Context: an optimization exercise on an open-source flow, tuned for small area, a short achievable clock period and few clock cycles per item. The choices shown serve that exercise and are no tape-out recipe.

## run 1
==> flow/design.v <==
`default_nettype none
package lcg_rr_pkg;
   localparam int WORD_W  = 32;
   localparam int GEN_W   = 31;
   localparam int RAW_W   = 15;
   localparam int RAW_LSB = 16;
   localparam int STEPS   = 2;
   localparam int DIV_W   = RAW_W + STEPS - 1;
   localparam int NRM_N   = (STEPS == 1) ? 4 : (STEPS <= 3) ? 3 : 2;
   localparam int CNT_W   = NRM_N + 1;
   localparam logic [GEN_W-1:0] LCG_ADD = 31'd2531011;
endpackage
`default_nettype wire
`default_nettype none
import lcg_rr_pkg::*;
module lcg_ranged_random_with_checksum (
   input  wire logic              clock,
   input  wire logic              reset,
   input  wire logic              req_valid,
   output      logic              req_ready,
   input  wire logic              req_opcode,
   input  wire logic [WORD_W-1:0] req_seed_value,
   input  wire logic [WORD_W-1:0] req_lower_limit,
   input  wire logic [WORD_W-1:0] req_upper_limit,
   output      logic              rsp_valid,
   input  wire logic              rsp_ready,
   output      logic [WORD_W-1:0] rsp_value,
   output      logic [WORD_W-1:0] rsp_checksum,
   output      logic              rsp_span_error
);
   localparam int HI_W = WORD_W - RAW_W;
   logic              busy_ff;
   logic [GEN_W-1:0]  gen_ff;
   logic [WORD_W-1:0] chk_ff;
   logic [WORD_W-1:0] lower_ff;
   logic [RAW_W-1:0]  rem_ff;
   logic [DIV_W-1:0]  div_ff;
   logic [CNT_W-1:0]  cnt_ff;
   logic              zero_ff;
   logic              done, take, accept, draw;
   logic [GEN_W-1:0]  gen_next;
   logic [RAW_W-1:0]  d;
   logic              borrow;
   logic [HI_W-1:0]   up_hi, lo_hi, hi_x, lo_pre;
   logic              eq_lo, eq_hi, inc_hi;
   logic              span_zero, span_small;
   logic [DIV_W-1:0]  div_init;
   logic [NRM_N-1:0]  nrm_m;
   logic [RAW_W-1:0]  rem_step;
   logic [RAW_W-1:0]  diff;
   logic              dborrow;
   logic [DIV_W-1:0]  dj;
   logic [RAW_W-1:0]  sum_lo;
   logic              sum_c;
   logic [WORD_W-1:0] value;
   assign done      = busy_ff && (cnt_ff == '0);
   assign take      = done && rsp_ready;
   assign req_ready = !busy_ff || take;
   assign accept    = req_valid && req_ready;
   assign draw      = !req_opcode;
   assign gen_next  = gen_ff + (gen_ff << 10) + (gen_ff << 14) + (gen_ff << 18)
                      - (gen_ff << 2) - (gen_ff << 16) + LCG_ADD;
   assign {borrow, d} = {1'b0, req_upper_limit[RAW_W-1:0]} - {1'b0, req_lower_limit[RAW_W-1:0]};
   assign up_hi = req_upper_limit[WORD_W-1:RAW_W];
   assign lo_hi = req_lower_limit[WORD_W-1:RAW_W];
   assign hi_x  = up_hi ^ lo_hi;
   always_comb begin
      lo_pre[0] = 1'b1;
      for (int i = 1; i < HI_W; i++) lo_pre[i] = lo_pre[i-1] & lo_hi[i-1];
   end
   assign eq_lo      = (req_upper_limit[RAW_W-1:0] == req_lower_limit[RAW_W-1:0]);
   assign eq_hi      = (hi_x == '0);
   assign inc_hi     = (hi_x == lo_pre);
   assign span_zero  = eq_lo && eq_hi;
   assign span_small = borrow ? inc_hi : (eq_hi && !eq_lo);
   always_comb begin
      div_init = DIV_W'(d) << (STEPS - 1);
      for (int b = NRM_N - 1; b >= 0; b--) begin
         if ((div_init & ({DIV_W{1'b1}} << (DIV_W - (STEPS << b)))) == '0) begin
            div_init = div_init << (STEPS << b);
            nrm_m[b] = 1'b1;
         end else begin
            nrm_m[b] = 1'b0;
         end
      end
   end
   always_comb begin
      rem_step = rem_ff;
      for (int j = 0; j < STEPS; j++) begin
         dj = div_ff >> j;
         {dborrow, diff} = {1'b0, rem_step} - {1'b0, dj[RAW_W-1:0]};
         if (!dborrow && ((dj >> RAW_W) == '0)) rem_step = diff;
      end
   end
   assign {sum_c, sum_lo} = {1'b0, lower_ff[RAW_W-1:0]} + {1'b0, rem_ff};
   assign value          = {lower_ff[WORD_W-1:RAW_W] + HI_W'(sum_c), sum_lo};
   assign rsp_valid      = done;
   assign rsp_value      = value;
   assign rsp_checksum   = chk_ff ^ (zero_ff ? '0 : value);
   assign rsp_span_error = zero_ff;
   always_ff @(posedge clock) begin
      if (reset) begin
         busy_ff <= 1'b0;
         gen_ff  <= '0;
         chk_ff  <= '0;
      end else begin
         if (accept) begin
            busy_ff <= 1'b1;
         end else if (take) begin
            busy_ff <= 1'b0;
         end
         if (accept) begin
            gen_ff <= draw ? gen_next : req_seed_value[GEN_W-1:0];
         end
         if (accept && !draw) begin
            chk_ff <= '0;
         end else if (take) begin
            chk_ff <= rsp_checksum;
         end
      end
   end
   always_ff @(posedge clock) begin
      if (accept) begin
         lower_ff <= draw ? req_lower_limit : '0;
         rem_ff   <= (draw && !span_zero) ? gen_next[RAW_LSB +: RAW_W] : '0;
         zero_ff  <= draw && span_zero;
         cnt_ff   <= (draw && span_small) ? CNT_W'(nrm_m) + 1'b1 : '0;
         div_ff   <= div_init;
      end else if (busy_ff && cnt_ff != '0) begin
         rem_ff   <= rem_step;
         div_ff   <= div_ff >> STEPS;
         cnt_ff   <= cnt_ff - 1'b1;
      end
   end
endmodule
`default_nettype wire
export LEC_CHECK = 0
export ABC_AREA = 1
export CAP_MARGIN = 20
export CORE_MARGIN = 2
export CORE_UTILIZATION = 40
export SETUP_SLACK_MARGIN = 2.5
export SLEW_MARGIN = 20
create_clock -name core_clock -period 7.5 [get_ports {clock}]
run.sh (not shown) runs the stock make flow with config.mk's settings and CLKGATE_MAP_FILE= SYNTH_SCRIPT=/design/flow/synth_recipe.tcl, a recipe that flattens the netlist after the stock synthesis.
Input changes introduced in run 2 (baseline for comparison: run 1):
diff --git a/flow/design.v b/flow/design.v
--- a/flow/design.v
+++ b/flow/design.v
@@ -3,11 +3,12 @@
    localparam int WORD_W  = 32;
    localparam int GEN_W   = 31;
    localparam int RAW_W   = 15;
    localparam int RAW_LSB = 16;
-   localparam int STEPS   = 2;
-   localparam int DIV_W   = RAW_W + STEPS - 1;
-   localparam int NRM_N   = (STEPS == 1) ? 4 : (STEPS <= 3) ? 3 : 2;
+   localparam int R4      = 1;
+   localparam int QB      = 2 * R4;
+   localparam int DIV_W   = RAW_W + QB - 2;
+   localparam int NRM_N   = (QB == 2) ? 3 : 2;
    localparam int CNT_W   = NRM_N + 1;
    localparam logic [GEN_W-1:0] LCG_ADD = 31'd2531011;
 endpackage
 `default_nettype wire
@@ -46,13 +47,9 @@
    logic              span_zero, span_small;
    logic [DIV_W-1:0]  div_init;
    logic [NRM_N-1:0]  nrm_m;
    logic [RAW_W-1:0]  rem_step;
-   logic [RAW_W-1:0]  diff;
-   logic              dborrow;
-   logic [DIV_W-1:0]  dj;
-   logic [RAW_W-1:0]  sum_lo;
-   logic              sum_c;
+   logic [DIV_W+2:0]  e1, e2, r1, r2, r3;
    logic [WORD_W-1:0] value;
    assign done      = busy_ff && (cnt_ff == '0);
    assign take      = done && rsp_ready;
    assign req_ready = !busy_ff || take;
@@ -73,28 +70,32 @@
    assign inc_hi     = (hi_x == lo_pre);
    assign span_zero  = eq_lo && eq_hi;
    assign span_small = borrow ? inc_hi : (eq_hi && !eq_lo);
    always_comb begin
-      div_init = DIV_W'(d) << (STEPS - 1);
+      div_init = DIV_W'(d) << (QB - 2);
       for (int b = NRM_N - 1; b >= 0; b--) begin
-         if ((div_init & ({DIV_W{1'b1}} << (DIV_W - (STEPS << b)))) == '0) begin
-            div_init = div_init << (STEPS << b);
+         if ((div_init & ({DIV_W{1'b1}} << (DIV_W - (QB << b)))) == '0) begin
+            div_init = div_init << (QB << b);
             nrm_m[b] = 1'b1;
          end else begin
             nrm_m[b] = 1'b0;
          end
       end
    end
    always_comb begin
       rem_step = rem_ff;
-      for (int j = 0; j < STEPS; j++) begin
-         dj = div_ff >> j;
-         {dborrow, diff} = {1'b0, rem_step} - {1'b0, dj[RAW_W-1:0]};
-         if (!dborrow && ((dj >> RAW_W) == '0)) rem_step = diff;
+      for (int j = 0; j < R4; j++) begin
+         e1 = {3'b000, div_ff >> (2 * j)};
+         e2 = e1 << 1;
+         r1 = {{(DIV_W+3-RAW_W){1'b0}}, rem_step} - e1;
+         r2 = {{(DIV_W+3-RAW_W){1'b0}}, rem_step} - e2;
+         r3 = {{(DIV_W+3-RAW_W){1'b0}}, rem_step} - e2 - e1;
+         if (!r3[DIV_W+2])      rem_step = r3[RAW_W-1:0];
+         else if (!r2[DIV_W+2]) rem_step = r2[RAW_W-1:0];
+         else if (!r1[DIV_W+2]) rem_step = r1[RAW_W-1:0];
       end
    end
-   assign {sum_c, sum_lo} = {1'b0, lower_ff[RAW_W-1:0]} + {1'b0, rem_ff};
-   assign value          = {lower_ff[WORD_W-1:RAW_W] + HI_W'(sum_c), sum_lo};
+   assign value          = lower_ff + {{HI_W{1'b0}}, rem_ff};
    assign rsp_valid      = done;
    assign rsp_value      = value;
    assign rsp_checksum   = chk_ff ^ (zero_ff ? '0 : value);
    assign rsp_span_error = zero_ff;
@@ -127,9 +128,9 @@
          cnt_ff   <= (draw && span_small) ? CNT_W'(nrm_m) + 1'b1 : '0;
          div_ff   <= div_init;
       end else if (busy_ff && cnt_ff != '0) begin
          rem_ff   <= rem_step;
-         div_ff   <= div_ff >> STEPS;
+         div_ff   <= div_ff >> QB;
          cnt_ff   <= cnt_ff - 1'b1;
       end
    end
 endmodule
Results
- Run 2 reports a higher count of inserted tapcells than run 1 does.
- Between run 2 and run 1, it is run 2 whose sequential share of cell area is lower, by 0.39 points.
- Between run 2 and run 1, die area is lower for run 1, run 2 comes in above that.
- For run 2, the critical path endpoint was rsp_checksum[31], unlike run 1, where it was rsp_checksum[30].
- Run 1 was smaller in final cell area than run 2.
- The post-detailed-routing wire length of run 2 exceeds that of run 1 by about 2.7%.
- Relative to run 1, run 2 degrades first-pass GRT wire length.
- Run 1 tops out at a lower clock frequency than run 2.
- From run 1 to run 2 the numbers moved as follows: routed via count grew by about 3.4%, count of placed standard cells including taps grew by 4.9%, clock insertion delay at the later pin of the skew report held steady, count of flip-flops and latches shrank by about 0.8%.
- Slew at the pin closest to its max-slew limit sits higher in run 2 than in run 1.
No run of this note included a check of the RTL's function; only the layout flow was run.

[what the ideal ports hide]
No port has a modelled driver above. Below, the same layouts with a new extraction and two added sets of constraints. Step 1 assumes that a clkbuf_16 drives the clock port and a buf_2 every other input. Step 2 adds t to the input delays and takes it off the output delays; t is the mean of the earliest and latest rising clock arrival at the registers after step 1. Input paths then give back, and output paths get back, about the clock's delay inside the block. a / b / c = ideal / step 1 / step 2; a / b = the first two.
run | t (ns) | setup WS [ns] | slew at the worst register clock pin (ns) | cell pins on the clock port's net
run 1 | 0.486 | 1.614 / 1.564 / 2.051 | 0.07 / 0.07 | 1
run 2 | 0.500 | 2.579 / 2.526 / 2.391 | 0.07 / 0.07 | 1
After both steps every run listed still meets setup and hold. The setup slack of run 2, which loses most, moves by -0.053 ns with the drivers and by -0.188 ns with both steps.
